This design comes from an exercise in tuning for small area, a short achievable clock period and few clock cycles on the open sky130 flow, not from production work. No functional check of the RTL was part of any run shown here.

===== flow/design.v =====
package gcsm_pkg;
  localparam int COORD_W = 6;
  localparam int VALUE_W = 32;
  localparam int CFG_IDX_W = 3;
  localparam int KIND_W = 4;
  localparam int MARK_W = 2;
  localparam logic [KIND_W-1:0] KIND_CIRCLE   = 4'd0;
  localparam logic [KIND_W-1:0] KIND_HALF_N   = 4'd1;
  localparam logic [KIND_W-1:0] KIND_HALF_S   = 4'd2;
  localparam logic [KIND_W-1:0] KIND_HALF_E   = 4'd3;
  localparam logic [KIND_W-1:0] KIND_HALF_W   = 4'd4;
  localparam logic [KIND_W-1:0] KIND_RECT     = 4'd5;
  localparam logic [KIND_W-1:0] KIND_TRIANGLE = 4'd6;
  localparam logic [KIND_W-1:0] KIND_ELLIPSE  = 4'd7;
  localparam logic [KIND_W-1:0] KIND_INACCESS = 4'd8;
  localparam logic [COORD_W-1:0] GRID_LAST_RESET = 6'd50;
endpackage
import gcsm_pkg::*;
module grid_cell_shape_membership_core
(
  input  logic                 clk,
  input  logic                 rst,
  input  logic                 cfg_valid,
  output logic                 cfg_ready,
  input  logic [gcsm_pkg::CFG_IDX_W-1:0] cfg_index,
  input  logic [gcsm_pkg::VALUE_W-1:0]   cfg_data,
  input  logic                 in_valid,
  output logic                 in_ready,
  input  logic [gcsm_pkg::COORD_W-1:0]   cell_x,
  input  logic [gcsm_pkg::COORD_W-1:0]   cell_y,
  output logic                 out_valid,
  input  logic                 out_ready,
  output logic [gcsm_pkg::COORD_W-1:0]   out_x,
  output logic [gcsm_pkg::COORD_W-1:0]   out_y,
  output logic [gcsm_pkg::MARK_W-1:0]    mark,
  output logic signed [gcsm_pkg::VALUE_W-1:0] write_value,
  output logic                 shape_fits
);
  logic [KIND_W-1:0]         shape_kind;
  logic [COORD_W-1:0]        reg_a, reg_b, reg_c, reg_d;
  logic [COORD_W-1:0]        grid_x_last, grid_y_last;
  logic [VALUE_W-1:0]        fill_value;
  assign cfg_ready = 1'b1;
  always_ff @(posedge clk) begin
    if (rst) begin
      shape_kind  <= KIND_CIRCLE;
      reg_a       <= '0;
      reg_b       <= '0;
      reg_c       <= '0;
      reg_d       <= '0;
      grid_x_last <= GRID_LAST_RESET;
      grid_y_last <= GRID_LAST_RESET;
      fill_value  <= '0;
    end else if (cfg_valid) begin
      case (cfg_index)
        3'd0: shape_kind  <= cfg_data[KIND_W-1:0];
        3'd1: reg_a       <= cfg_data[COORD_W-1:0];
        3'd2: reg_b       <= cfg_data[COORD_W-1:0];
        3'd3: reg_c       <= cfg_data[COORD_W-1:0];
        3'd4: reg_d       <= cfg_data[COORD_W-1:0];
        3'd5: grid_x_last <= cfg_data[COORD_W-1:0];
        3'd6: grid_y_last <= cfg_data[COORD_W-1:0];
        default: fill_value <= cfg_data;
      endcase
    end
  end
  logic is_circ, is_n, is_s, is_e, is_w, is_rect, is_tri, is_ell, is_inacc, is_rt;
  logic fits;
  logic [COORD_W:0]   a_plus_c, b_plus_c, b_plus_d, a_plus_b;
  logic [COORD_W-1:0] cx, cy, k1, k2, tri_w, tri_h;
  logic [COORD_W-1:0] hw_lo, hw_hi1;
  logic               d_gt_c;
  always_comb begin
    is_n     = shape_kind == KIND_HALF_N;
    is_s     = shape_kind == KIND_HALF_S;
    is_e     = shape_kind == KIND_HALF_E;
    is_w     = shape_kind == KIND_HALF_W;
    is_inacc = shape_kind == KIND_INACCESS;
    is_circ  = (shape_kind <= KIND_HALF_W) || is_inacc;
    is_rect  = shape_kind == KIND_RECT;
    is_tri   = shape_kind == KIND_TRIANGLE;
    is_ell   = shape_kind == KIND_ELLIPSE;
    is_rt    = is_rect || is_tri;
    a_plus_c = {1'b0, reg_a} + {1'b0, reg_c};
    b_plus_c = {1'b0, reg_b} + {1'b0, reg_c};
    b_plus_d = {1'b0, reg_b} + {1'b0, reg_d};
    a_plus_b = {1'b0, reg_a} + {1'b0, reg_b};
    if (is_circ)
      fits = (is_e || reg_a >= reg_c) &&
             (is_w ? (reg_a <= grid_x_last) : (a_plus_c <= {1'b0, grid_x_last})) &&
             (is_n || reg_b >= reg_c) &&
             (is_s ? (reg_b <= grid_y_last) : (b_plus_c <= {1'b0, grid_y_last}));
    else if (is_rt)
      fits = (reg_a <= grid_x_last) && (reg_b <= grid_x_last) &&
             (reg_c <= grid_y_last) && (reg_d <= grid_y_last);
    else if (is_ell)
      fits = (reg_a >= reg_c) && (reg_b >= reg_d) &&
             (a_plus_c <= {1'b0, grid_x_last}) && (b_plus_d <= {1'b0, grid_y_last});
    else
      fits = 1'b1;
    tri_w  = (reg_a >= reg_b) ? reg_a - reg_b : reg_b - reg_a;
    tri_h  = (reg_c >= reg_d) ? reg_c - reg_d : reg_d - reg_c;
    d_gt_c = reg_d > reg_c;
    hw_lo  = {1'b0, tri_w[COORD_W-1:1]};
    hw_hi1 = {1'b0, tri_w[COORD_W-1:1]} + {5'd0, tri_w[0]} + 6'd1;
    cx = is_rt ? a_plus_b[COORD_W:1] : reg_a;
    cy = is_rt ? reg_d : reg_b;
    k1 = is_ell ? reg_d : is_tri ? tri_h : 6'd1;
    k2 = is_ell ? reg_c : is_tri ? tri_w : 6'd1;
  end
  logic fits_q;
  always_ff @(posedge clk) fits_q <= fits;
  logic adv, v1, v2;
  assign adv      = !out_valid || out_ready;
  assign in_ready = adv;
  always_ff @(posedge clk) begin
    if (rst) begin
      v1        <= 1'b0;
      v2        <= 1'b0;
      out_valid <= 1'b0;
    end else if (adv) begin
      v1        <= in_valid;
      v2        <= v1;
      out_valid <= v2;
    end
  end
  logic [COORD_W-1:0] x1, y1;
  always_ff @(posedge clk) begin
    if (adv) begin
      x1 <= cell_x;
      y1 <= cell_y;
    end
  end
  logic [COORD_W:0]   dxs, dys;
  logic [COORD_W-1:0] uxc, uyc, uxm, uym;
  logic               sx, sy, zx, zy, sxm, sym, half_ok, span_x, span_y, gate;
  logic [11:0]        m1, m2;
  always_comb begin
    dxs = {1'b0, x1} - {1'b0, cx};
    dys = {1'b0, y1} - {1'b0, cy};
    sx  = dxs[COORD_W];
    sy  = dys[COORD_W];
    uxc = dxs[COORD_W-1:0] ^ {COORD_W{sx}};
    uyc = dys[COORD_W-1:0] ^ {COORD_W{sy}};
    zx  = dxs == '0;
    zy  = dys == '0;
    half_ok = !((is_n && sy) || (is_s && !sy && !zy) ||
                (is_e && sx) || (is_w && !sx && !zx));
    span_x  = uxc < (sx ? hw_lo : hw_hi1);
    span_y  = d_gt_c ? (sy ? (uyc < tri_h) : zy) : (!sy && uyc <= tri_h);
    if (is_circ)      gate = half_ok;
    else if (is_ell)  gate = (reg_c != '0) && (reg_d != '0);
    else if (is_rect) gate = span_x && span_y;
    else if (is_tri)  gate = span_x && span_y && (tri_w != '0) && (tri_h != '0);
    else              gate = 1'b0;
    uxm = v1 ? uxc : reg_c;
    sxm = v1 && sx;
    uym = v1 ? uyc : '0;
    sym = v1 && sy;
  end
  gcsm_mulk u_m1 (.k(k1), .u(uxm), .s(sxm), .p(m1));
  gcsm_mulk u_m2 (.k(k2), .u(uym), .s(sym), .p(m2));
  logic [COORD_W-1:0] x2, y2;
  logic [11:0]        m1q, m2q;
  logic               gate2, thr2;
  always_ff @(posedge clk) begin
    if (adv) begin
      x2    <= x1;
      y2    <= y1;
      m1q   <= m1;
      m2q   <= m2;
      gate2 <= gate;
      thr2  <= !v1;
    end
  end
  logic [19:0] thr, thr_n;
  logic        sub_e;
  logic [21:0] sdiff;
  logic [12:0] tdiff;
  logic        sq_in, tri_in, hit;
  assign thr_n = thr2 ? 20'hfffff : ~thr;
  assign sub_e = thr2 || !is_ell;
  gcsm_sqsum u_sq (.a(m1q[9:0]), .b(m2q[9:0]), .tn(thr_n), .cin(sub_e), .d(sdiff));
  always_comb begin
    sq_in  = sdiff[21] && (m1q[11:10] == 2'd0) && (m2q[11:10] == 2'd0);
    tdiff  = {1'b0, m2q} - {m1q, 1'b0};
    tri_in = !tdiff[12];
    if (is_circ || is_ell) hit = fits_q && gate2 && sq_in;
    else if (is_tri)       hit = fits_q && gate2 && tri_in;
    else                   hit = fits_q && gate2;
  end
  always_ff @(posedge clk) begin
    if (adv && thr2) thr <= sdiff[19:0];
  end
  logic hit_q;
  always_ff @(posedge clk) begin
    if (adv) begin
      out_x <= x2;
      out_y <= y2;
      hit_q <= hit;
    end
  end
  assign mark        = {hit_q && is_inacc, hit_q && !is_inacc};
  assign write_value = hit_q ? fill_value : '0;
  assign shape_fits  = fits_q;
endmodule
module gcsm_mulk (input logic [5:0] k, input logic [5:0] u, input logic s,
                  output logic [11:0] p);
  wire mk_t1 = (k[0] & u[5]) ^ (k[1] & u[4]);
  wire mk_t2 = (k[0] & u[5]) & (k[1] & u[4]);
  wire mk_t3 = (k[0] & u[3]) ^ (k[1] & u[2]);
  wire mk_t4 = (k[0] & u[3]) & (k[1] & u[2]);
  wire mk_t5 = (k[0] & u[4]) ^ (k[1] & u[3]) ^ (k[2] & u[2]);
  wire mk_t6 = ((k[0] & u[4]) & (k[1] & u[3])) | ((k[2] & u[2]) & ((k[0] & u[4]) ^ (k[1] & u[3])));
  wire mk_t7 = (k[3] & u[1]) ^ (k[4] & u[0]);
  wire mk_t8 = (k[3] & u[1]) & (k[4] & u[0]);
  wire mk_t9 = (k[2] & u[3]) ^ (k[3] & u[2]) ^ (k[4] & u[1]);
  wire mk_t10 = ((k[2] & u[3]) & (k[3] & u[2])) | ((k[4] & u[1]) & ((k[2] & u[3]) ^ (k[3] & u[2])));
  wire mk_t11 = (k[5] & u[0]) ^ (k[5] & s) ^ mk_t1;
  wire mk_t12 = ((k[5] & u[0]) & (k[5] & s)) | (mk_t1 & ((k[5] & u[0]) ^ (k[5] & s)));
  wire mk_t13 = (k[1] & u[5]) ^ (k[2] & u[4]) ^ (k[3] & u[3]);
  wire mk_t14 = ((k[1] & u[5]) & (k[2] & u[4])) | ((k[3] & u[3]) & ((k[1] & u[5]) ^ (k[2] & u[4])));
  wire mk_t15 = (k[4] & u[2]) ^ (k[5] & u[1]) ^ mk_t2;
  wire mk_t16 = ((k[4] & u[2]) & (k[5] & u[1])) | (mk_t2 & ((k[4] & u[2]) ^ (k[5] & u[1])));
  wire mk_t17 = (k[2] & u[5]) ^ (k[3] & u[4]) ^ (k[4] & u[3]);
  wire mk_t18 = ((k[2] & u[5]) & (k[3] & u[4])) | ((k[4] & u[3]) & ((k[2] & u[5]) ^ (k[3] & u[4])));
  wire mk_t19 = (k[0] & u[2]) ^ (k[1] & u[1]);
  wire mk_t20 = (k[0] & u[2]) & (k[1] & u[1]);
  wire mk_t21 = (k[2] & u[1]) ^ (k[3] & u[0]) ^ (k[3] & s);
  wire mk_t22 = ((k[2] & u[1]) & (k[3] & u[0])) | ((k[3] & s) & ((k[2] & u[1]) ^ (k[3] & u[0])));
  wire mk_t23 = (k[4] & s) ^ mk_t4 ^ mk_t5;
  wire mk_t24 = ((k[4] & s) & mk_t4) | (mk_t5 & ((k[4] & s) ^ mk_t4));
  wire mk_t25 = mk_t6 ^ mk_t8 ^ mk_t9;
  wire mk_t26 = (mk_t6 & mk_t8) | (mk_t9 & (mk_t6 ^ mk_t8));
  wire mk_t27 = mk_t10 ^ mk_t12 ^ mk_t13;
  wire mk_t28 = (mk_t10 & mk_t12) | (mk_t13 & (mk_t10 ^ mk_t12));
  wire mk_t29 = (k[5] & u[2]) ^ mk_t14 ^ mk_t16;
  wire mk_t30 = ((k[5] & u[2]) & mk_t14) | (mk_t16 & ((k[5] & u[2]) ^ mk_t14));
  wire mk_t31 = (k[3] & u[5]) ^ (k[4] & u[4]) ^ (k[5] & u[3]);
  wire mk_t32 = ((k[3] & u[5]) & (k[4] & u[4])) | ((k[5] & u[3]) & ((k[3] & u[5]) ^ (k[4] & u[4])));
  wire mk_t33 = (k[0] & u[1]) ^ (k[1] & u[0]);
  wire mk_t34 = (k[0] & u[1]) & (k[1] & u[0]);
  wire mk_t35 = (k[2] & u[0]) ^ (k[2] & s) ^ mk_t19;
  wire mk_t36 = ((k[2] & u[0]) & (k[2] & s)) | (mk_t19 & ((k[2] & u[0]) ^ (k[2] & s)));
  wire mk_t37 = mk_t3 ^ mk_t20 ^ mk_t21;
  wire mk_t38 = (mk_t3 & mk_t20) | (mk_t21 & (mk_t3 ^ mk_t20));
  wire mk_t39 = mk_t7 ^ mk_t22 ^ mk_t23;
  wire mk_t40 = (mk_t7 & mk_t22) | (mk_t23 & (mk_t7 ^ mk_t22));
  wire mk_t41 = mk_t11 ^ mk_t24 ^ mk_t25;
  wire mk_t42 = (mk_t11 & mk_t24) | (mk_t25 & (mk_t11 ^ mk_t24));
  wire mk_t43 = mk_t15 ^ mk_t26 ^ mk_t27;
  wire mk_t44 = (mk_t15 & mk_t26) | (mk_t27 & (mk_t15 ^ mk_t26));
  wire mk_t45 = mk_t17 ^ mk_t28 ^ mk_t29;
  wire mk_t46 = (mk_t17 & mk_t28) | (mk_t29 & (mk_t17 ^ mk_t28));
  wire mk_t47 = mk_t18 ^ mk_t30 ^ mk_t31;
  wire mk_t48 = (mk_t18 & mk_t30) | (mk_t31 & (mk_t18 ^ mk_t30));
  wire mk_t49 = (k[4] & u[5]) ^ (k[5] & u[4]) ^ mk_t32;
  wire mk_t50 = ((k[4] & u[5]) & (k[5] & u[4])) | (mk_t32 & ((k[4] & u[5]) ^ (k[5] & u[4])));
  assign p = {1'b0, (k[5] & u[5]), mk_t48, mk_t46, mk_t44, mk_t42, mk_t40, mk_t38, mk_t36, mk_t34, (k[1] & s), (k[0] & u[0])} + {1'b0, mk_t50, mk_t49, mk_t47, mk_t45, mk_t43, mk_t41, mk_t39, mk_t37, mk_t35, mk_t33, (k[0] & s)};
endmodule
module gcsm_sqsum (input logic [9:0] a, input logic [9:0] b,
                   input logic [19:0] tn, input logic cin,
                   output logic [21:0] d);
  wire sq_t1 = (a[0] & a[7]) ^ (a[1] & a[6]) ^ (a[2] & a[5]);
  wire sq_t2 = ((a[0] & a[7]) & (a[1] & a[6])) | ((a[2] & a[5]) & ((a[0] & a[7]) ^ (a[1] & a[6])));
  wire sq_t3 = (a[0] & a[8]) ^ (a[1] & a[7]);
  wire sq_t4 = (a[0] & a[8]) & (a[1] & a[7]);
  wire sq_t5 = (a[0] & a[9]) ^ (a[1] & a[8]) ^ (a[2] & a[7]);
  wire sq_t6 = ((a[0] & a[9]) & (a[1] & a[8])) | ((a[2] & a[7]) & ((a[0] & a[9]) ^ (a[1] & a[8])));
  wire sq_t7 = (a[3] & a[6]) ^ (a[4] & a[5]) ^ a[5];
  wire sq_t8 = ((a[3] & a[6]) & (a[4] & a[5])) | (a[5] & ((a[3] & a[6]) ^ (a[4] & a[5])));
  wire sq_t9 = (b[0] & b[9]) ^ (b[1] & b[8]);
  wire sq_t10 = (b[0] & b[9]) & (b[1] & b[8]);
  wire sq_t11 = (a[1] & a[9]) ^ (a[2] & a[8]) ^ (a[3] & a[7]);
  wire sq_t12 = ((a[1] & a[9]) & (a[2] & a[8])) | ((a[3] & a[7]) & ((a[1] & a[9]) ^ (a[2] & a[8])));
  wire sq_t13 = (a[4] & a[6]) ^ (b[1] & b[9]);
  wire sq_t14 = (a[4] & a[6]) & (b[1] & b[9]);
  wire sq_t15 = (a[2] & a[9]) ^ (a[3] & a[8]) ^ (a[4] & a[7]);
  wire sq_t16 = ((a[2] & a[9]) & (a[3] & a[8])) | ((a[4] & a[7]) & ((a[2] & a[9]) ^ (a[3] & a[8])));
  wire sq_t17 = (a[5] & a[6]) ^ a[6] ^ (b[2] & b[9]);
  wire sq_t18 = ((a[5] & a[6]) & a[6]) | ((b[2] & b[9]) & ((a[5] & a[6]) ^ a[6]));
  wire sq_t19 = (a[0] & a[3]) ^ (a[1] & a[2]);
  wire sq_t20 = (a[0] & a[3]) & (a[1] & a[2]);
  wire sq_t21 = (a[0] & a[5]) ^ (a[1] & a[4]) ^ (a[2] & a[3]);
  wire sq_t22 = ((a[0] & a[5]) & (a[1] & a[4])) | ((a[2] & a[3]) & ((a[0] & a[5]) ^ (a[1] & a[4])));
  wire sq_t23 = a[3] ^ (b[0] & b[5]);
  wire sq_t24 = a[3] & (b[0] & b[5]);
  wire sq_t25 = (a[0] & a[6]) ^ (a[1] & a[5]) ^ (a[2] & a[4]);
  wire sq_t26 = ((a[0] & a[6]) & (a[1] & a[5])) | ((a[2] & a[4]) & ((a[0] & a[6]) ^ (a[1] & a[5])));
  wire sq_t27 = (b[0] & b[6]) ^ (b[1] & b[5]);
  wire sq_t28 = (b[0] & b[6]) & (b[1] & b[5]);
  wire sq_t29 = (a[3] & a[4]) ^ a[4] ^ (b[0] & b[7]);
  wire sq_t30 = ((a[3] & a[4]) & a[4]) | ((b[0] & b[7]) & ((a[3] & a[4]) ^ a[4]));
  wire sq_t31 = (b[1] & b[6]) ^ (b[2] & b[5]) ^ (b[3] & b[4]);
  wire sq_t32 = ((b[1] & b[6]) & (b[2] & b[5])) | ((b[3] & b[4]) & ((b[1] & b[6]) ^ (b[2] & b[5])));
  wire sq_t33 = b[4] ^ tn[8];
  wire sq_t34 = b[4] & tn[8];
  wire sq_t35 = (a[2] & a[6]) ^ (a[3] & a[5]) ^ (b[0] & b[8]);
  wire sq_t36 = ((a[2] & a[6]) & (a[3] & a[5])) | ((b[0] & b[8]) & ((a[2] & a[6]) ^ (a[3] & a[5])));
  wire sq_t37 = (b[1] & b[7]) ^ (b[2] & b[6]) ^ (b[3] & b[5]);
  wire sq_t38 = ((b[1] & b[7]) & (b[2] & b[6])) | ((b[3] & b[5]) & ((b[1] & b[7]) ^ (b[2] & b[6])));
  wire sq_t39 = tn[9] ^ sq_t2 ^ sq_t3;
  wire sq_t40 = (tn[9] & sq_t2) | (sq_t3 & (tn[9] ^ sq_t2));
  wire sq_t41 = (b[2] & b[7]) ^ (b[3] & b[6]) ^ (b[4] & b[5]);
  wire sq_t42 = ((b[2] & b[7]) & (b[3] & b[6])) | ((b[4] & b[5]) & ((b[2] & b[7]) ^ (b[3] & b[6])));
  wire sq_t43 = b[5] ^ tn[10] ^ sq_t4;
  wire sq_t44 = (b[5] & tn[10]) | (sq_t4 & (b[5] ^ tn[10]));
  wire sq_t45 = sq_t5 ^ sq_t7 ^ sq_t9;
  wire sq_t46 = (sq_t5 & sq_t7) | (sq_t9 & (sq_t5 ^ sq_t7));
  wire sq_t47 = (b[2] & b[8]) ^ (b[3] & b[7]) ^ (b[4] & b[6]);
  wire sq_t48 = ((b[2] & b[8]) & (b[3] & b[7])) | ((b[4] & b[6]) & ((b[2] & b[8]) ^ (b[3] & b[7])));
  wire sq_t49 = tn[11] ^ sq_t6 ^ sq_t8;
  wire sq_t50 = (tn[11] & sq_t6) | (sq_t8 & (tn[11] ^ sq_t6));
  wire sq_t51 = sq_t10 ^ sq_t11 ^ sq_t13;
  wire sq_t52 = (sq_t10 & sq_t11) | (sq_t13 & (sq_t10 ^ sq_t11));
  wire sq_t53 = (b[3] & b[8]) ^ (b[4] & b[7]) ^ (b[5] & b[6]);
  wire sq_t54 = ((b[3] & b[8]) & (b[4] & b[7])) | ((b[5] & b[6]) & ((b[3] & b[8]) ^ (b[4] & b[7])));
  wire sq_t55 = b[6] ^ tn[12] ^ sq_t12;
  wire sq_t56 = (b[6] & tn[12]) | (sq_t12 & (b[6] ^ tn[12]));
  wire sq_t57 = sq_t14 ^ sq_t15 ^ sq_t17;
  wire sq_t58 = (sq_t14 & sq_t15) | (sq_t17 & (sq_t14 ^ sq_t15));
  wire sq_t59 = (a[3] & a[9]) ^ (a[4] & a[8]) ^ (a[5] & a[7]);
  wire sq_t60 = ((a[3] & a[9]) & (a[4] & a[8])) | ((a[5] & a[7]) & ((a[3] & a[9]) ^ (a[4] & a[8])));
  wire sq_t61 = (b[3] & b[9]) ^ (b[4] & b[8]) ^ (b[5] & b[7]);
  wire sq_t62 = ((b[3] & b[9]) & (b[4] & b[8])) | ((b[5] & b[7]) & ((b[3] & b[9]) ^ (b[4] & b[8])));
  wire sq_t63 = tn[13] ^ sq_t16 ^ sq_t18;
  wire sq_t64 = (tn[13] & sq_t16) | (sq_t18 & (tn[13] ^ sq_t16));
  wire sq_t65 = (a[4] & a[9]) ^ (a[5] & a[8]) ^ (a[6] & a[7]);
  wire sq_t66 = ((a[4] & a[9]) & (a[5] & a[8])) | ((a[6] & a[7]) & ((a[4] & a[9]) ^ (a[5] & a[8])));
  wire sq_t67 = a[7] ^ (b[4] & b[9]) ^ (b[5] & b[8]);
  wire sq_t68 = (a[7] & (b[4] & b[9])) | ((b[5] & b[8]) & (a[7] ^ (b[4] & b[9])));
  wire sq_t69 = (b[6] & b[7]) ^ b[7] ^ tn[14];
  wire sq_t70 = ((b[6] & b[7]) & b[7]) | (tn[14] & ((b[6] & b[7]) ^ b[7]));
  wire sq_t71 = (a[5] & a[9]) ^ (a[6] & a[8]) ^ (b[5] & b[9]);
  wire sq_t72 = ((a[5] & a[9]) & (a[6] & a[8])) | ((b[5] & b[9]) & ((a[5] & a[9]) ^ (a[6] & a[8])));
  wire sq_t73 = (a[6] & a[9]) ^ (a[7] & a[8]) ^ a[8];
  wire sq_t74 = ((a[6] & a[9]) & (a[7] & a[8])) | (a[8] & ((a[6] & a[9]) ^ (a[7] & a[8])));
  wire sq_t75 = (a[0] & a[1]) ^ a[1];
  wire sq_t76 = (a[0] & a[1]) & a[1];
  wire sq_t77 = a[2] ^ (b[0] & b[3]) ^ (b[1] & b[2]);
  wire sq_t78 = (a[2] & (b[0] & b[3])) | ((b[1] & b[2]) & (a[2] ^ (b[0] & b[3])));
  wire sq_t79 = (a[0] & a[4]) ^ (a[1] & a[3]) ^ (b[0] & b[4]);
  wire sq_t80 = ((a[0] & a[4]) & (a[1] & a[3])) | ((b[0] & b[4]) & ((a[0] & a[4]) ^ (a[1] & a[3])));
  wire sq_t81 = (b[1] & b[3]) ^ tn[5];
  wire sq_t82 = (b[1] & b[3]) & tn[5];
  wire sq_t83 = (b[1] & b[4]) ^ (b[2] & b[3]) ^ b[3];
  wire sq_t84 = ((b[1] & b[4]) & (b[2] & b[3])) | (b[3] & ((b[1] & b[4]) ^ (b[2] & b[3])));
  wire sq_t85 = tn[6] ^ sq_t21 ^ sq_t23;
  wire sq_t86 = (tn[6] & sq_t21) | (sq_t23 & (tn[6] ^ sq_t21));
  wire sq_t87 = (b[2] & b[4]) ^ tn[7] ^ sq_t22;
  wire sq_t88 = ((b[2] & b[4]) & tn[7]) | (sq_t22 & ((b[2] & b[4]) ^ tn[7]));
  wire sq_t89 = sq_t24 ^ sq_t25 ^ sq_t27;
  wire sq_t90 = (sq_t24 & sq_t25) | (sq_t27 & (sq_t24 ^ sq_t25));
  wire sq_t91 = sq_t1 ^ sq_t26 ^ sq_t28;
  wire sq_t92 = (sq_t1 & sq_t26) | (sq_t28 & (sq_t1 ^ sq_t26));
  wire sq_t93 = sq_t29 ^ sq_t31 ^ sq_t33;
  wire sq_t94 = (sq_t29 & sq_t31) | (sq_t33 & (sq_t29 ^ sq_t31));
  wire sq_t95 = sq_t30 ^ sq_t32 ^ sq_t34;
  wire sq_t96 = (sq_t30 & sq_t32) | (sq_t34 & (sq_t30 ^ sq_t32));
  wire sq_t97 = sq_t35 ^ sq_t37 ^ sq_t39;
  wire sq_t98 = (sq_t35 & sq_t37) | (sq_t39 & (sq_t35 ^ sq_t37));
  wire sq_t99 = sq_t36 ^ sq_t38 ^ sq_t40;
  wire sq_t100 = (sq_t36 & sq_t38) | (sq_t40 & (sq_t36 ^ sq_t38));
  wire sq_t101 = sq_t41 ^ sq_t43 ^ sq_t45;
  wire sq_t102 = (sq_t41 & sq_t43) | (sq_t45 & (sq_t41 ^ sq_t43));
  wire sq_t103 = sq_t42 ^ sq_t44 ^ sq_t46;
  wire sq_t104 = (sq_t42 & sq_t44) | (sq_t46 & (sq_t42 ^ sq_t44));
  wire sq_t105 = sq_t47 ^ sq_t49 ^ sq_t51;
  wire sq_t106 = (sq_t47 & sq_t49) | (sq_t51 & (sq_t47 ^ sq_t49));
  wire sq_t107 = sq_t48 ^ sq_t50 ^ sq_t52;
  wire sq_t108 = (sq_t48 & sq_t50) | (sq_t52 & (sq_t48 ^ sq_t50));
  wire sq_t109 = sq_t53 ^ sq_t55 ^ sq_t57;
  wire sq_t110 = (sq_t53 & sq_t55) | (sq_t57 & (sq_t53 ^ sq_t55));
  wire sq_t111 = sq_t54 ^ sq_t56 ^ sq_t58;
  wire sq_t112 = (sq_t54 & sq_t56) | (sq_t58 & (sq_t54 ^ sq_t56));
  wire sq_t113 = sq_t59 ^ sq_t61 ^ sq_t63;
  wire sq_t114 = (sq_t59 & sq_t61) | (sq_t63 & (sq_t59 ^ sq_t61));
  wire sq_t115 = sq_t60 ^ sq_t62 ^ sq_t64;
  wire sq_t116 = (sq_t60 & sq_t62) | (sq_t64 & (sq_t60 ^ sq_t62));
  wire sq_t117 = sq_t65 ^ sq_t67 ^ sq_t69;
  wire sq_t118 = (sq_t65 & sq_t67) | (sq_t69 & (sq_t65 ^ sq_t67));
  wire sq_t119 = (b[6] & b[8]) ^ tn[15] ^ sq_t66;
  wire sq_t120 = ((b[6] & b[8]) & tn[15]) | (sq_t66 & ((b[6] & b[8]) ^ tn[15]));
  wire sq_t121 = sq_t68 ^ sq_t70 ^ sq_t71;
  wire sq_t122 = (sq_t68 & sq_t70) | (sq_t71 & (sq_t68 ^ sq_t70));
  wire sq_t123 = (b[6] & b[9]) ^ (b[7] & b[8]) ^ b[8];
  wire sq_t124 = ((b[6] & b[9]) & (b[7] & b[8])) | (b[8] & ((b[6] & b[9]) ^ (b[7] & b[8])));
  wire sq_t125 = tn[16] ^ sq_t72 ^ sq_t73;
  wire sq_t126 = (tn[16] & sq_t72) | (sq_t73 & (tn[16] ^ sq_t72));
  wire sq_t127 = (a[7] & a[9]) ^ (b[7] & b[9]) ^ tn[17];
  wire sq_t128 = ((a[7] & a[9]) & (b[7] & b[9])) | (tn[17] & ((a[7] & a[9]) ^ (b[7] & b[9])));
  wire sq_t129 = (a[8] & a[9]) ^ a[9] ^ (b[8] & b[9]);
  wire sq_t130 = ((a[8] & a[9]) & a[9]) | ((b[8] & b[9]) & ((a[8] & a[9]) ^ a[9]));
  wire sq_t131 = a[0] ^ b[0];
  wire sq_t132 = a[0] & b[0];
  wire sq_t133 = (b[0] & b[1]) ^ b[1];
  wire sq_t134 = (b[0] & b[1]) & b[1];
  wire sq_t135 = (a[0] & a[2]) ^ (b[0] & b[2]) ^ tn[3];
  wire sq_t136 = ((a[0] & a[2]) & (b[0] & b[2])) | (tn[3] & ((a[0] & a[2]) ^ (b[0] & b[2])));
  wire sq_t137 = b[2] ^ tn[4] ^ sq_t19;
  wire sq_t138 = (b[2] & tn[4]) | (sq_t19 & (b[2] ^ tn[4]));
  wire sq_t139 = sq_t20 ^ sq_t78 ^ sq_t79;
  wire sq_t140 = (sq_t20 & sq_t78) | (sq_t79 & (sq_t20 ^ sq_t78));
  wire sq_t141 = sq_t80 ^ sq_t82 ^ sq_t83;
  wire sq_t142 = (sq_t80 & sq_t82) | (sq_t83 & (sq_t80 ^ sq_t82));
  wire sq_t143 = sq_t84 ^ sq_t86 ^ sq_t87;
  wire sq_t144 = (sq_t84 & sq_t86) | (sq_t87 & (sq_t84 ^ sq_t86));
  wire sq_t145 = sq_t88 ^ sq_t90 ^ sq_t91;
  wire sq_t146 = (sq_t88 & sq_t90) | (sq_t91 & (sq_t88 ^ sq_t90));
  wire sq_t147 = sq_t92 ^ sq_t94 ^ sq_t95;
  wire sq_t148 = (sq_t92 & sq_t94) | (sq_t95 & (sq_t92 ^ sq_t94));
  wire sq_t149 = sq_t96 ^ sq_t98 ^ sq_t99;
  wire sq_t150 = (sq_t96 & sq_t98) | (sq_t99 & (sq_t96 ^ sq_t98));
  wire sq_t151 = sq_t100 ^ sq_t102 ^ sq_t103;
  wire sq_t152 = (sq_t100 & sq_t102) | (sq_t103 & (sq_t100 ^ sq_t102));
  wire sq_t153 = sq_t104 ^ sq_t106 ^ sq_t107;
  wire sq_t154 = (sq_t104 & sq_t106) | (sq_t107 & (sq_t104 ^ sq_t106));
  wire sq_t155 = sq_t108 ^ sq_t110 ^ sq_t111;
  wire sq_t156 = (sq_t108 & sq_t110) | (sq_t111 & (sq_t108 ^ sq_t110));
  wire sq_t157 = sq_t112 ^ sq_t114 ^ sq_t115;
  wire sq_t158 = (sq_t112 & sq_t114) | (sq_t115 & (sq_t112 ^ sq_t114));
  wire sq_t159 = sq_t116 ^ sq_t118 ^ sq_t119;
  wire sq_t160 = (sq_t116 & sq_t118) | (sq_t119 & (sq_t116 ^ sq_t118));
  wire sq_t161 = sq_t120 ^ sq_t122 ^ sq_t123;
  wire sq_t162 = (sq_t120 & sq_t122) | (sq_t123 & (sq_t120 ^ sq_t122));
  wire sq_t163 = sq_t74 ^ sq_t124 ^ sq_t126;
  wire sq_t164 = (sq_t74 & sq_t124) | (sq_t126 & (sq_t74 ^ sq_t124));
  wire sq_t165 = b[9] ^ tn[18] ^ sq_t128;
  wire sq_t166 = (b[9] & tn[18]) | (sq_t128 & (b[9] ^ tn[18]));
  wire sq_t167 = tn[0] ^ cin;
  wire sq_t168 = tn[0] & cin;
  wire sq_t169 = tn[1] ^ sq_t132;
  wire sq_t170 = tn[1] & sq_t132;
  wire sq_t171 = tn[2] ^ sq_t75 ^ sq_t133;
  wire sq_t172 = (tn[2] & sq_t75) | (sq_t133 & (tn[2] ^ sq_t75));
  wire sq_t173 = sq_t76 ^ sq_t134 ^ sq_t135;
  wire sq_t174 = (sq_t76 & sq_t134) | (sq_t135 & (sq_t76 ^ sq_t134));
  wire sq_t175 = sq_t77 ^ sq_t136 ^ sq_t137;
  wire sq_t176 = (sq_t77 & sq_t136) | (sq_t137 & (sq_t77 ^ sq_t136));
  wire sq_t177 = sq_t81 ^ sq_t138 ^ sq_t139;
  wire sq_t178 = (sq_t81 & sq_t138) | (sq_t139 & (sq_t81 ^ sq_t138));
  wire sq_t179 = sq_t85 ^ sq_t140 ^ sq_t141;
  wire sq_t180 = (sq_t85 & sq_t140) | (sq_t141 & (sq_t85 ^ sq_t140));
  wire sq_t181 = sq_t89 ^ sq_t142 ^ sq_t143;
  wire sq_t182 = (sq_t89 & sq_t142) | (sq_t143 & (sq_t89 ^ sq_t142));
  wire sq_t183 = sq_t93 ^ sq_t144 ^ sq_t145;
  wire sq_t184 = (sq_t93 & sq_t144) | (sq_t145 & (sq_t93 ^ sq_t144));
  wire sq_t185 = sq_t97 ^ sq_t146 ^ sq_t147;
  wire sq_t186 = (sq_t97 & sq_t146) | (sq_t147 & (sq_t97 ^ sq_t146));
  wire sq_t187 = sq_t101 ^ sq_t148 ^ sq_t149;
  wire sq_t188 = (sq_t101 & sq_t148) | (sq_t149 & (sq_t101 ^ sq_t148));
  wire sq_t189 = sq_t105 ^ sq_t150 ^ sq_t151;
  wire sq_t190 = (sq_t105 & sq_t150) | (sq_t151 & (sq_t105 ^ sq_t150));
  wire sq_t191 = sq_t109 ^ sq_t152 ^ sq_t153;
  wire sq_t192 = (sq_t109 & sq_t152) | (sq_t153 & (sq_t109 ^ sq_t152));
  wire sq_t193 = sq_t113 ^ sq_t154 ^ sq_t155;
  wire sq_t194 = (sq_t113 & sq_t154) | (sq_t155 & (sq_t113 ^ sq_t154));
  wire sq_t195 = sq_t117 ^ sq_t156 ^ sq_t157;
  wire sq_t196 = (sq_t117 & sq_t156) | (sq_t157 & (sq_t117 ^ sq_t156));
  wire sq_t197 = sq_t121 ^ sq_t158 ^ sq_t159;
  wire sq_t198 = (sq_t121 & sq_t158) | (sq_t159 & (sq_t121 ^ sq_t158));
  wire sq_t199 = sq_t125 ^ sq_t160 ^ sq_t161;
  wire sq_t200 = (sq_t125 & sq_t160) | (sq_t161 & (sq_t125 ^ sq_t160));
  wire sq_t201 = sq_t127 ^ sq_t162 ^ sq_t163;
  wire sq_t202 = (sq_t127 & sq_t162) | (sq_t163 & (sq_t127 ^ sq_t162));
  wire sq_t203 = sq_t129 ^ sq_t164 ^ sq_t165;
  wire sq_t204 = (sq_t129 & sq_t164) | (sq_t165 & (sq_t129 ^ sq_t164));
  wire sq_t205 = tn[19] ^ sq_t130 ^ sq_t166;
  wire sq_t206 = (tn[19] & sq_t130) | (sq_t166 & (tn[19] ^ sq_t130));
  assign d = {1'b1, 1'b1, sq_t204, sq_t202, sq_t200, sq_t198, sq_t196, sq_t194, sq_t192, sq_t190, sq_t188, sq_t186, sq_t184, sq_t182, sq_t180, sq_t178, sq_t176, sq_t174, sq_t172, sq_t170, sq_t168, sq_t131} + {1'b0, sq_t206, sq_t205, sq_t203, sq_t201, sq_t199, sq_t197, sq_t195, sq_t193, sq_t191, sq_t189, sq_t187, sq_t185, sq_t183, sq_t181, sq_t179, sq_t177, sq_t175, sq_t173, sq_t171, sq_t169, sq_t167};
endmodule

===== flow/run.sh =====
#!/bin/bash
# synth_recipe.tcl (not shown) runs the flow's synth.tcl, then flattens the netlist and writes it again
# the make line also repeats each setting of config.mk as NAME=value (left out here)
make -C /OpenROAD-flow-scripts/flow DESIGN_CONFIG=/design/flow/config.mk WORK_HOME=/design/flow/orfs CLKGATE_MAP_FILE= SYNTH_SCRIPT=/design/flow/synth_recipe.tcl finish

===== flow/config.mk =====
export PLATFORM = sky130hd
export DESIGN_NAME = grid_cell_shape_membership_core
export DESIGN_NICKNAME = grid_cell_shape_membership_core
export VERILOG_FILES = /design/flow/design.v
export SDC_FILE = /design/flow/constraint.sdc
export NUM_CORES = 4
export LEC_CHECK = 0
export CAP_MARGIN = 20
export CORE_MARGIN = 2
export CORE_UTILIZATION = 40
export SLEW_MARGIN = 20

===== flow/constraint.sdc =====
create_clock -name core_clock -period 7.0 [get_ports {clk}]
set_input_delay 1.4000 -clock core_clock [delete_from_list [all_inputs] [get_ports {clk}]]
set_output_delay 1.4000 -clock core_clock [all_outputs]
set_load 0.01 [all_outputs]

==> flow_metrics.py, run 1 <==
metrics = {
    "clock_network": {
        "cts_num_sinks": 159,
        "clkTransAtPathRegs_ps": 80,
        "cts_made_buffers": 17,
        "clk_latency_ps": 460,
        "root_buffer": "clkbuf_16",
        "cts_setup_buffers": 0,
        "cts_tree": "yes",
        "htree_num_levels": 4,
        "clock_path_buffers": 2,
        "cts_hold_buf": 0,
    },
    "placement": {
        "place_hpwl_um": 34400,
        "dpl-instance-area_mm2": 0.0183,
        "dpl.cell_count": 2432,
        "port_buffers": 100,
        "globalplace.congestion": 0.917,
    },
    "critical_path": {
        "cp_max_fo": 22,
        "r2r_cells": 25,
        "crit_end": "m2q[10]",
        "reg2reg_slack_ps": 350,
        "cp.arrival_ps": 6860,
        "endpoint_kind": "register",
        "regToRegStartpoint": "shape_kind[0]",
        "critPathKind": "register to register",
        "worstSetupStartpoint": "shape_kind[0]",
        "start_kind": "register",
        "cp.required_ps": 7210,
        "r2r_end": "m2q[10]",
    },
    "timing": {
        "clock_skew_ps": 16.3,
        "fmax_mhz": 150,
        "relSlewSlack_pct": 33.5,
        "finalSetupViolCount": 0,
        "slew_violations": 0,
        "hold_violations": 0,
        "tightest_slew_ps": 990,
        "grt_setup_unrepaired": "no",
        "period_share_pct": 95.1,
        "fin_setup_tns_ps": 0,
        "finalCriticalPeriod_ps": 6650,
        "hold_slack_ps": 409,
    },
    "drt": {
        "routed_wl_um": 43800,
        "drcViolationCount": 0,
        "antenna_left": 0,
        "vias": 12879,
        "wire_per_inst_um": 17.8,
        "dr.first_iter.drc_count": 732,
        "vias_per_cell": 5.23,
        "drt-pass1-iter-count": 5,
    },
    "floorplanning": {
        "core_area_mm2": 0.0409,
        "die_area_mm2": 0.0433,
        "dieWidth_um": 208,
        "die_h_um": 208,
        "start_util_pct": 40.7,
        "pin_count": 102,
        "placementRows": 74,
    },
    "final_layout": {
        "utilization_pct": 46.2,
        "n_antenna_cell": 0,
        "final_cell_area_mm2": 0.0189,
        "final_layout_size_suffix_gt1_share_pct": 6.00,
        "area_growth_syn_to_layout_pct": 13.5,
        "seqCellArea_mm2": 0.00401,
        "fillCellCount": 3984,
        "multi_input_area_mm2": 0.0115,
        "layoutNonFillerInstCount": 2464,
        "final_cell_mix": "inv_1 (234), ha_1 (214), nand2_1 (185)",
        "layout_commonest_cell": "inv_1",
        "nets": 2325,
    },
    "grt": {
        "grt_pass1_wl_um": 70900,
        "grt-ovfl-total": 0,
        "grt_pass1_vias": 13500,
        "track_usage_pct": 20.7,
        "antenna_found_initial": 0,
        "grt_start_max_net_pins": 76,
    },
    "synthesis": {
        "syn_inst": 1826,
        "synth_top_area_cell": "fa_1",
        "syn_nets": 2232,
        "synth.distinct_cells": 83,
        "syn_area_per_cell_um2": 9.12,
        "ys_seq_area_share_pct": 24.1,
        "ys.flop_type": "edfxtp_1",
        "synth_edf_count": 83,
        "async_flop_share_pct": 0,
        "synth_area_mm2": 0.0167,
        "synth_top_cell_area_share_pct": 16.7,
        "yosysWarnings": 1,
        "synth-seq-cells": 159,
        "synth.area.top_cells": "fa_1 (17%), ha_1 (16%), edfxtp_1 (15%), dfxtp_1 (9.1%), inv_1 (5.3%)",
    },
    "hold_path": {
        "hp-start": "y2[4]",
        "hold_path.class": "register to register",
    },
    "run": {
        "cap_violations": 0,
    },
    "outcome": {
        "status": "complete, no violations",
    },
}
layer usage:
layer / part of all wire (%) / up-vias / track usage, % / wire (µm)
met3: 4.1 / 51 / 3.79 / 1780
met4: 2.3 / 0 / 6.36 / 995
met2: 49 / 280 / 35.8 / 21300
met5: 0 / - / 0 / 0
li1: - / 6261 / - / -
met1: 45 / 6287 / 26.2 / 19700
per-stage QoR:
step / worst slack, ps
final: 345
after global routing: 10.7
after CTS: 392
after detailed placement: 425
after global placement: 609
after floorplan: 494
worst min path at each step:
| stage | to | slack (ps) | cells past startpoint |
|---|---|---|---|
| after floorplan | out_x[0] | 400 | 0 |
| after detailed placement | out_x[3] | 400 | 0 |
| final | out_y[4] | 410 | 0 |
| after CTS | out_y[4] | 410 | 0 |
| after global routing | out_y[4] | 410 | 0 |
| after global placement | out_x[2] | 400 | 0 |
worst max-delay path: stages, from the launching register on:
cell and delay (ps):
dfxtp_1 440, or2b_2 330, a21oi_1 150, buf_4 270, o21ai_0 170, ha_1 250, fa_1 410, nand2b_1 160
a21oi_1 200, a21o_1 140, a21oi_1 140, xor2_1 350, nand2_1 190, or2_2 340, fa_1 490, fa_1 500
inv_1 50, fa_1 430, ha_1 330, inv_1 70, o21bai_1 70, a21oi_1 260, o21ai_0 200, a21o_1 210
a21oi_1 170, xnor2_1 80
cells in the mapped netlist, types with 4 or more instances:
cell type	count
nand4_1	12
or3_1	5
dfxtp_1	76
xnor2_1	59
a21o_1	27
buf_6	5
edfxtp_1	83
nand2b_1	35
a21oi_2	4
o21a_1	13
nand3_1	20
nand2_1	185
fa_1	139
nor2b_1	30
or2_2	11
o31a_1	4
o22ai_1	12
nor2_1	168
xor2_1	21
o21ai_0	39
ha_1	215
and3_1	4
o21bai_1	15
clkbuf_1	48
a21oi_1	124
o211ai_1	4
and2_1	55
o31ai_1	6
mux2i_1	51
nor4_1	4
nor3_1	13
inv_1	234
a211o_1	12
a211oi_1	14
timing repair:
item / CTS / global route
gates resized for setup: 0 / 2
hold endpoints to repair: 0 / 0
setup endpoints to repair: 0 / 3
registers in the layout (all words and copies together) (netlist names), 12 cells and up:
register / count
fill_value: 32
thr: 20
m1q: 12
m2q: 12
cells by family (layout without fill, tap and decap cells):
logic type,after synthesis,count (layout),share of synthesized area (%)
buffers and inverters,296,402,7.04
adders and majority gates,354,354,32.9
AOI/OAI and AO/OA,315,315,12.3
DFF,159,159,24.1
xor gates and xnor gates,81,81,4.30
muxes,54,54,3.27
other,1,1,0.0225
and+or+nand+nor,566,566,16.1
area by class of cell:
type	instances	share of cell area [%]
clock buffer	21	2.66
clock inverter	11	0.477
inverter	235	4.67
multi-input combinational	1371	60.8
sequential	159	21.2
tap	532	3.52
timing repair buffer	135	6.66
==> run 2: changes to the inputs <==
--- a/flow/design.v
+++ b/flow/design.v
@@ -38,2 +38,26 @@
 );
+  function automatic logic le6(input logic [5:0] a, input logic [5:0] b);
+    logic r;
+    r = 1'b1;
+    for (int i = 0; i < 6; i++) r = (!a[i] && b[i]) || ((!a[i] || b[i]) && r);
+    le6 = r;
+  endfunction
+  function automatic logic lt6(input logic [5:0] a, input logic [5:0] b);
+    logic r;
+    r = 1'b0;
+    for (int i = 0; i < 6; i++) r = (!a[i] && b[i]) || ((!a[i] || b[i]) && r);
+    lt6 = r;
+  endfunction
+  function automatic logic le7(input logic [6:0] a, input logic [6:0] b);
+    logic r;
+    r = 1'b1;
+    for (int i = 0; i < 7; i++) r = (!a[i] && b[i]) || ((!a[i] || b[i]) && r);
+    le7 = r;
+  endfunction
+  function automatic logic le13(input logic [12:0] a, input logic [12:0] b);
+    logic r;
+    r = 1'b1;
+    for (int i = 0; i < 13; i++) r = (!a[i] && b[i]) || ((!a[i] || b[i]) && r);
+    le13 = r;
+  endfunction
   logic [KIND_W-1:0]         shape_kind;
@@ -42,32 +66,27 @@
   logic [VALUE_W-1:0]        fill_value;
+  logic [VALUE_W-1:0]        wdata;
+  logic [COORD_W-1:0]        wgrid;
+  logic [7:0]                wen;
   assign cfg_ready = 1'b1;
+  always_comb begin
+    wdata = rst ? '0 : cfg_data;
+    wgrid = rst ? GRID_LAST_RESET : cfg_data[COORD_W-1:0];
+    for (int i = 0; i < 8; i++) wen[i] = rst || (cfg_valid && cfg_index == 3'(i));
+  end
   always_ff @(posedge clk) begin
-    if (rst) begin
-      shape_kind  <= KIND_CIRCLE;
-      reg_a       <= '0;
-      reg_b       <= '0;
-      reg_c       <= '0;
-      reg_d       <= '0;
-      grid_x_last <= GRID_LAST_RESET;
-      grid_y_last <= GRID_LAST_RESET;
-      fill_value  <= '0;
-    end else if (cfg_valid) begin
-      case (cfg_index)
-        3'd0: shape_kind  <= cfg_data[KIND_W-1:0];
-        3'd1: reg_a       <= cfg_data[COORD_W-1:0];
-        3'd2: reg_b       <= cfg_data[COORD_W-1:0];
-        3'd3: reg_c       <= cfg_data[COORD_W-1:0];
-        3'd4: reg_d       <= cfg_data[COORD_W-1:0];
-        3'd5: grid_x_last <= cfg_data[COORD_W-1:0];
-        3'd6: grid_y_last <= cfg_data[COORD_W-1:0];
-        default: fill_value <= cfg_data;
-      endcase
-    end
+    if (wen[0]) shape_kind  <= wdata[KIND_W-1:0];
+    if (wen[1]) reg_a       <= wdata[COORD_W-1:0];
+    if (wen[2]) reg_b       <= wdata[COORD_W-1:0];
+    if (wen[3]) reg_c       <= wdata[COORD_W-1:0];
+    if (wen[4]) reg_d       <= wdata[COORD_W-1:0];
+    if (wen[5]) grid_x_last <= wgrid;
+    if (wen[6]) grid_y_last <= wgrid;
+    if (wen[7]) fill_value  <= wdata;
   end
   logic is_circ, is_n, is_s, is_e, is_w, is_rect, is_tri, is_ell, is_inacc, is_rt;
-  logic fits;
-  logic [COORD_W:0]   a_plus_c, b_plus_c, b_plus_d, a_plus_b;
-  logic [COORD_W-1:0] cx, cy, k1, k2, tri_w, tri_h;
-  logic [COORD_W-1:0] hw_lo, hw_hi1;
-  logic               d_gt_c;
+  logic fits, shape_ok;
+  logic [COORD_W:0]   a_plus_cx, b_plus_ry, a_plus_b;
+  logic [COORD_W-1:0] ry, cx, cy, k1n, k2n, tri_w, tri_h;
+  logic [COORD_W-1:0] hw_lo, hw_hi1, px, py;
+  logic               d_gt_c, a_ge_b;
   always_comb begin
@@ -78,3 +97,3 @@
     is_inacc = shape_kind == KIND_INACCESS;
-    is_circ  = (shape_kind <= KIND_HALF_W) || is_inacc;
+    is_circ  = (shape_kind[3] == 1'b0 && shape_kind[2:0] <= 3'd4) || is_inacc;
     is_rect  = shape_kind == KIND_RECT;
@@ -83,35 +102,43 @@
     is_rt    = is_rect || is_tri;
-    a_plus_c = {1'b0, reg_a} + {1'b0, reg_c};
-    b_plus_c = {1'b0, reg_b} + {1'b0, reg_c};
-    b_plus_d = {1'b0, reg_b} + {1'b0, reg_d};
-    a_plus_b = {1'b0, reg_a} + {1'b0, reg_b};
-    if (is_circ)
-      fits = (is_e || reg_a >= reg_c) &&
-             (is_w ? (reg_a <= grid_x_last) : (a_plus_c <= {1'b0, grid_x_last})) &&
-             (is_n || reg_b >= reg_c) &&
-             (is_s ? (reg_b <= grid_y_last) : (b_plus_c <= {1'b0, grid_y_last}));
+    ry        = is_ell ? reg_d : reg_c;
+    a_plus_cx = {1'b0, reg_a} + {1'b0, (is_w ? 6'd0 : reg_c)};
+    b_plus_ry = {1'b0, reg_b} + {1'b0, (is_s ? 6'd0 : ry)};
+    if (is_circ || is_ell)
+      fits = (is_e || le6(reg_c, reg_a)) && le7(a_plus_cx, {1'b0, grid_x_last}) &&
+             (is_n || le6(ry, reg_b)) && le7(b_plus_ry, {1'b0, grid_y_last});
     else if (is_rt)
-      fits = (reg_a <= grid_x_last) && (reg_b <= grid_x_last) &&
-             (reg_c <= grid_y_last) && (reg_d <= grid_y_last);
-    else if (is_ell)
-      fits = (reg_a >= reg_c) && (reg_b >= reg_d) &&
-             (a_plus_c <= {1'b0, grid_x_last}) && (b_plus_d <= {1'b0, grid_y_last});
+      fits = le6(reg_a, grid_x_last) && le6(reg_b, grid_x_last) &&
+             le6(reg_c, grid_y_last) && le6(reg_d, grid_y_last);
     else
       fits = 1'b1;
-    tri_w  = (reg_a >= reg_b) ? reg_a - reg_b : reg_b - reg_a;
-    tri_h  = (reg_c >= reg_d) ? reg_c - reg_d : reg_d - reg_c;
-    d_gt_c = reg_d > reg_c;
+    a_ge_b = le6(reg_b, reg_a);
+    d_gt_c = lt6(reg_c, reg_d);
+    tri_w  = a_ge_b ? reg_a - reg_b : reg_b - reg_a;
+    tri_h  = d_gt_c ? reg_d - reg_c : reg_c - reg_d;
     hw_lo  = {1'b0, tri_w[COORD_W-1:1]};
     hw_hi1 = {1'b0, tri_w[COORD_W-1:1]} + {5'd0, tri_w[0]} + 6'd1;
-    cx = is_rt ? a_plus_b[COORD_W:1] : reg_a;
-    cy = is_rt ? reg_d : reg_b;
-    k1 = is_ell ? reg_d : is_tri ? tri_h : 6'd1;
-    k2 = is_ell ? reg_c : is_tri ? tri_w : 6'd1;
-  end
-  logic fits_q;
-  always_ff @(posedge clk) fits_q <= fits;
-  logic adv, v1, v2;
+    a_plus_b = {1'b0, reg_a} + {1'b0, reg_b};
+    cx  = is_rt ? a_plus_b[COORD_W:1] : reg_a;
+    cy  = is_rt ? reg_d : reg_b;
+    k1n = is_ell ? reg_d : is_tri ? tri_h : 6'd1;
+    k2n = is_ell ? reg_c : is_tri ? tri_w : 6'd1;
+    px  = is_w ? reg_a : a_plus_cx[COORD_W-1:0];
+    py  = is_w ? b_plus_ry[COORD_W-1:0] : reg_b;
+    if (is_ell)      shape_ok = (reg_c != '0) && (reg_d != '0);
+    else if (is_tri) shape_ok = (tri_w != '0) && (tri_h != '0);
+    else             shape_ok = is_circ || is_rect;
+  end
+  logic       fits_q;
+  logic [5:0] k1, k2;
+  always_ff @(posedge clk) begin
+    fits_q <= fits;
+    k1     <= k1n;
+    k2     <= k2n;
+  end
+  logic adv, fire, geo_q, v1, v2;
   assign adv      = !out_valid || out_ready;
-  assign in_ready = adv;
+  assign in_ready = adv && !geo_q;
+  assign fire     = in_valid && in_ready;
   always_ff @(posedge clk) begin
+    geo_q <= rst || (cfg_valid && cfg_index != 3'd7);
     if (rst) begin
@@ -121,3 +148,3 @@
     end else if (adv) begin
-      v1        <= in_valid;
+      v1        <= fire;
       v2        <= v1;
@@ -129,4 +156,4 @@
     if (adv) begin
-      x1 <= cell_x;
-      y1 <= cell_y;
+      x1 <= fire ? cell_x : px;
+      y1 <= fire ? cell_y : py;
     end
@@ -134,4 +161,4 @@
   logic [COORD_W:0]   dxs, dys;
-  logic [COORD_W-1:0] uxc, uyc, uxm, uym;
-  logic               sx, sy, zx, zy, sxm, sym, half_ok, span_x, span_y, gate;
+  logic [COORD_W-1:0] uxc, uyc;
+  logic               sx, sy, zx, zy, half_ok, span_x, span_y, gate;
   logic [11:0]        m1, m2;
@@ -148,16 +175,8 @@
                 (is_e && sx) || (is_w && !sx && !zx));
-    span_x  = uxc < (sx ? hw_lo : hw_hi1);
-    span_y  = d_gt_c ? (sy ? (uyc < tri_h) : zy) : (!sy && uyc <= tri_h);
-    if (is_circ)      gate = half_ok;
-    else if (is_ell)  gate = (reg_c != '0) && (reg_d != '0);
-    else if (is_rect) gate = span_x && span_y;
-    else if (is_tri)  gate = span_x && span_y && (tri_w != '0) && (tri_h != '0);
-    else              gate = 1'b0;
-    uxm = v1 ? uxc : reg_c;
-    sxm = v1 && sx;
-    uym = v1 ? uyc : '0;
-    sym = v1 && sy;
+    span_x  = lt6(uxc, (sx ? hw_lo : hw_hi1));
+    span_y  = d_gt_c ? (sy ? lt6(uyc, tri_h) : zy) : (!sy && le6(uyc, tri_h));
+    gate = shape_ok && (is_circ ? half_ok : (is_rt ? (span_x && span_y) : 1'b1));
   end
-  gcsm_mulk u_m1 (.k(k1), .u(uxm), .s(sxm), .p(m1));
-  gcsm_mulk u_m2 (.k(k2), .u(uym), .s(sym), .p(m2));
+  gcsm_mulk u_m1 (.k(k1), .u(uxc), .s(sx), .p(m1));
+  gcsm_mulk u_m2 (.k(k2), .u(uyc), .s(sy), .p(m2));
   logic [COORD_W-1:0] x2, y2;
@@ -178,3 +197,2 @@
   logic [21:0] sdiff;
-  logic [12:0] tdiff;
   logic        sq_in, tri_in, hit;
@@ -185,4 +203,3 @@
     sq_in  = sdiff[21] && (m1q[11:10] == 2'd0) && (m2q[11:10] == 2'd0);
-    tdiff  = {1'b0, m2q} - {m1q, 1'b0};
-    tri_in = !tdiff[12];
+    tri_in = le13({m1q, 1'b0}, {1'b0, m2q});
     if (is_circ || is_ell) hit = fits_q && gate2 && sq_in;
==> run 2 against run 1 <==
Still clean. Synthesized cell count fell by 11%. Cell area fell by 3.2%. Largest cell class unchanged.
==> flow_metrics.py, run 2 <==
metrics = {
    "floorplanning": {
        "die_area_mm2": 0.0416,
        "core_area_mm2": 0.0395,
        "pin_count": 102,
        "placementRows": 73,
        "start_util_pct": 40.4,
        "dieWidth_um": 204,
        "die_h_um": 204,
    },
    "timing": {
        "finalCriticalPeriod_ps": 6660,
        "fin_setup_tns_ps": 0,
        "relSlewSlack_pct": 30.8,
        "tightest_slew_ps": 1030,
        "fmax_mhz": 150,
        "slew_violations": 0,
        "finalWorstSetupSlack_ps": 343,
        "period_share_pct": 95.1,
        "hold_violations": 0,
        "clock_skew_ps": 11.6,
        "finalSetupViolCount": 0,
    },
    "placement": {
        "place_hpwl_um": 32100,
        "dpl-instance-area_mm2": 0.0177,
        "place_ws_ps": 28.1,
        "globalplace.congestion": 0.923,
        "port_buffers": 100,
    },
    "grt": {
        "grt_pass1_wl_um": 66600,
        "antenna_found_initial": 0,
        "grt_start_max_net_pins": 64,
        "track_usage_pct": 20.6,
        "grt_pass1_vias": 12319,
        "grt-ovfl-total": 0,
    },
    "synthesis": {
        "synth.area.top_cells": "edfxtp_1 (29%), fa_1 (17%), ha_1 (9.9%), inv_1 (5.1%), and2_1 (4.0%)",
        "synthTopCellsByCount": "inv_1 (216), edfxtp_1 (155), nand2_1 (136)",
        "synth.distinct_cells": 80,
        "yosysWarnings": 1,
        "synth-seq-cells": 172,
        "ys.flop_type": "edfxtp_1",
        "synth_area_mm2": 0.0160,
        "synth_edf_count": 155,
        "synth_top_area_cell": "edfxtp_1",
        "ys_seq_area_share_pct": 31.2,
        "syn_area_per_cell_um2": 9.82,
        "async_flop_share_pct": 0,
        "syn_inst": 1628,
        "synth_top_cell_area_share_pct": 29.1,
        "syn_nets": 1941,
        "yosysMostFrequentCell": "inv_1",
    },
    "outcome": {
        "status": "complete, no violations",
    },
    "clock_network": {
        "clk_latency_ps": 460,
        "cts_tree": "yes",
        "cts.repair.resized": 0,
        "cts_setup_buffers": 0,
        "clock_path_buffers": 2,
        "cts_hold_buf": 0,
        "cts_num_sinks": 172,
        "clkTransAtPathRegs_ps": 80,
        "cts_made_buffers": 17,
        "root_buffer": "clkbuf_16",
        "htree_num_levels": 4,
    },
    "drt": {
        "routed_wl_um": 40600,
        "vias": 11896,
        "wire_per_inst_um": 18.0,
        "antenna_left": 0,
        "drcViolationCount": 0,
        "dr.first_iter.drc_count": 836,
        "vias_per_cell": 5.27,
        "drt-pass1-iter-count": 6,
    },
    "critical_path": {
        "regToRegStartpoint": "reg_a[0]",
        "start_kind": "register",
        "worstSetupStartpoint": "reg_a[0]",
        "cp_max_fo": 8,
        "cp.required_ps": 7190,
        "endpoint_kind": "register",
        "cp.arrival_ps": 6850,
        "critPathKind": "register to register",
    },
    "final_layout": {
        "final_cell_mix": "inv_1 (215), edfxtp_1 (155), nand2_1 (136)",
        "final_cell_area_mm2": 0.0183,
        "n_antenna_cell": 0,
        "top_register": "fill_value",
        "area_growth_syn_to_layout_pct": 14.5,
        "layout_commonest_cell": "inv_1",
        "reg_top3": "fill_value x32, thr x20",
        "largest_reg_flops": 32,
        "nets": 2033,
        "final_layout_size_suffix_gt1_share_pct": 5.71,
        "fillCellCount": 3746,
    },
    "run": {
        "cap_violations": 0,
    },
    "hold_path": {
        "hp-start": "y2[0]",
        "hold_path.class": "register to register",
    },
}
==> run 2: layout make-up <==
class | instances | area, µm² | share of cell area, %
clock buffers | 17 | 425 | 2.32
clock inverters | 15 | 154 | 0.841
inverters | 216 | 811 | 4.43
multi-input cells | 1186 | 10100 | 54.9
flip-flops and latches | 172 | 4990 | 27.3
well taps | 525 | 657 | 3.59
repair buffers | 127 | 1200 | 6.58
==> run 2: path summary, 6_finish.rpt <==
kind                                 end  depth (start not counted)  slack (ps)
worst min register to register  out_y[0]                          0         420
worst max-delay path             m1q[11]                         25         340
worst min-delay path            out_y[0]                          0         420
worst max register to register   m1q[11]                         25         340
==> run 2: worst max-delay path, stage by stage, from the launching register on <==
cell and delay [ps]:
edfxtp_1 360, ha_1 190, inv_1 70, fa_1 420, xnor2_1 150, o21ai_0 390
inv_1 90, ha_1 270, nor2b_1 130, o21a_1 180, o21ai_1 190, a21oi_1 120
a2111oi_2 540, xnor2_2 210, and2_1 210, ha_1 300, ha_1 190, a31oi_1 200
fa_1 470, fa_1 490, inv_1 40, ha_1 330, o2111ai_1 120, nand3_1 120
o41ai_1 440, o21ai_0 180
==> run 2: through the flow <==
stage | util (%) | hold slack, ps | instances
final | 46.3 | 421 | 2258
after global routing | 46.3 | 425 | 2258
after CTS | 46.1 | 421 | 2258
after detailed placement | 44.6 | 405 | 2226
after global placement | 44.6 | 401 | 2226
after floorplan | - | 400 | 1628
==> run 2: cells by family after synthesis <==
logic type	share of synthesized area (%)
AOI/OAI and AO/OA	11.9
muxes	0.759
buffers and inverters	6.38
adders and majority gates	28.5
and+or+nand+nor	16.9
DFF	31.2
xor gates and xnor gates	4.31
other	0.0235
==> run 2: per-layer routing <==
metal	routed length (µm)	up-vias	GRT usage (%)
li1	-	5678	-
met1	18900	5896	28.0
met2	19000	292	34.1
met3	2200	30	3.76
met4	440	0	4.58
met5	0	-	0

## re-timing with driven ports
How much do the figures lean on ideal ports? The routed layouts below were timed once more, with nothing changed but the port constraints. Step 1 (the two cells are an assumption about what drives the block):
set clk [get_ports {clk}]
set_driving_cell -lib_cell sky130_fd_sc_hd__clkbuf_16 $clk
set_driving_cell -lib_cell sky130_fd_sc_hd__buf_2 [delete_from_list [all_inputs] $clk]
Step 2, shift: input delay + t, output delay - t, t = (earliest + latest rising clock arrival at the registers) / 2. This alone moves slack from input paths to output paths. Slacks: ideal ports / drivers / drivers and shift; pairs: ideal ports / drivers.
run	t (ns)	slack for setup (ns)	worst data-port slew with drivers (ns)
run 1	0.500	0.345 / 0.345 / 0.345	0.05
run 2	0.510	0.343 / 0.343 / 0.343	0.05
After both steps setup and hold are still met in every run listed.
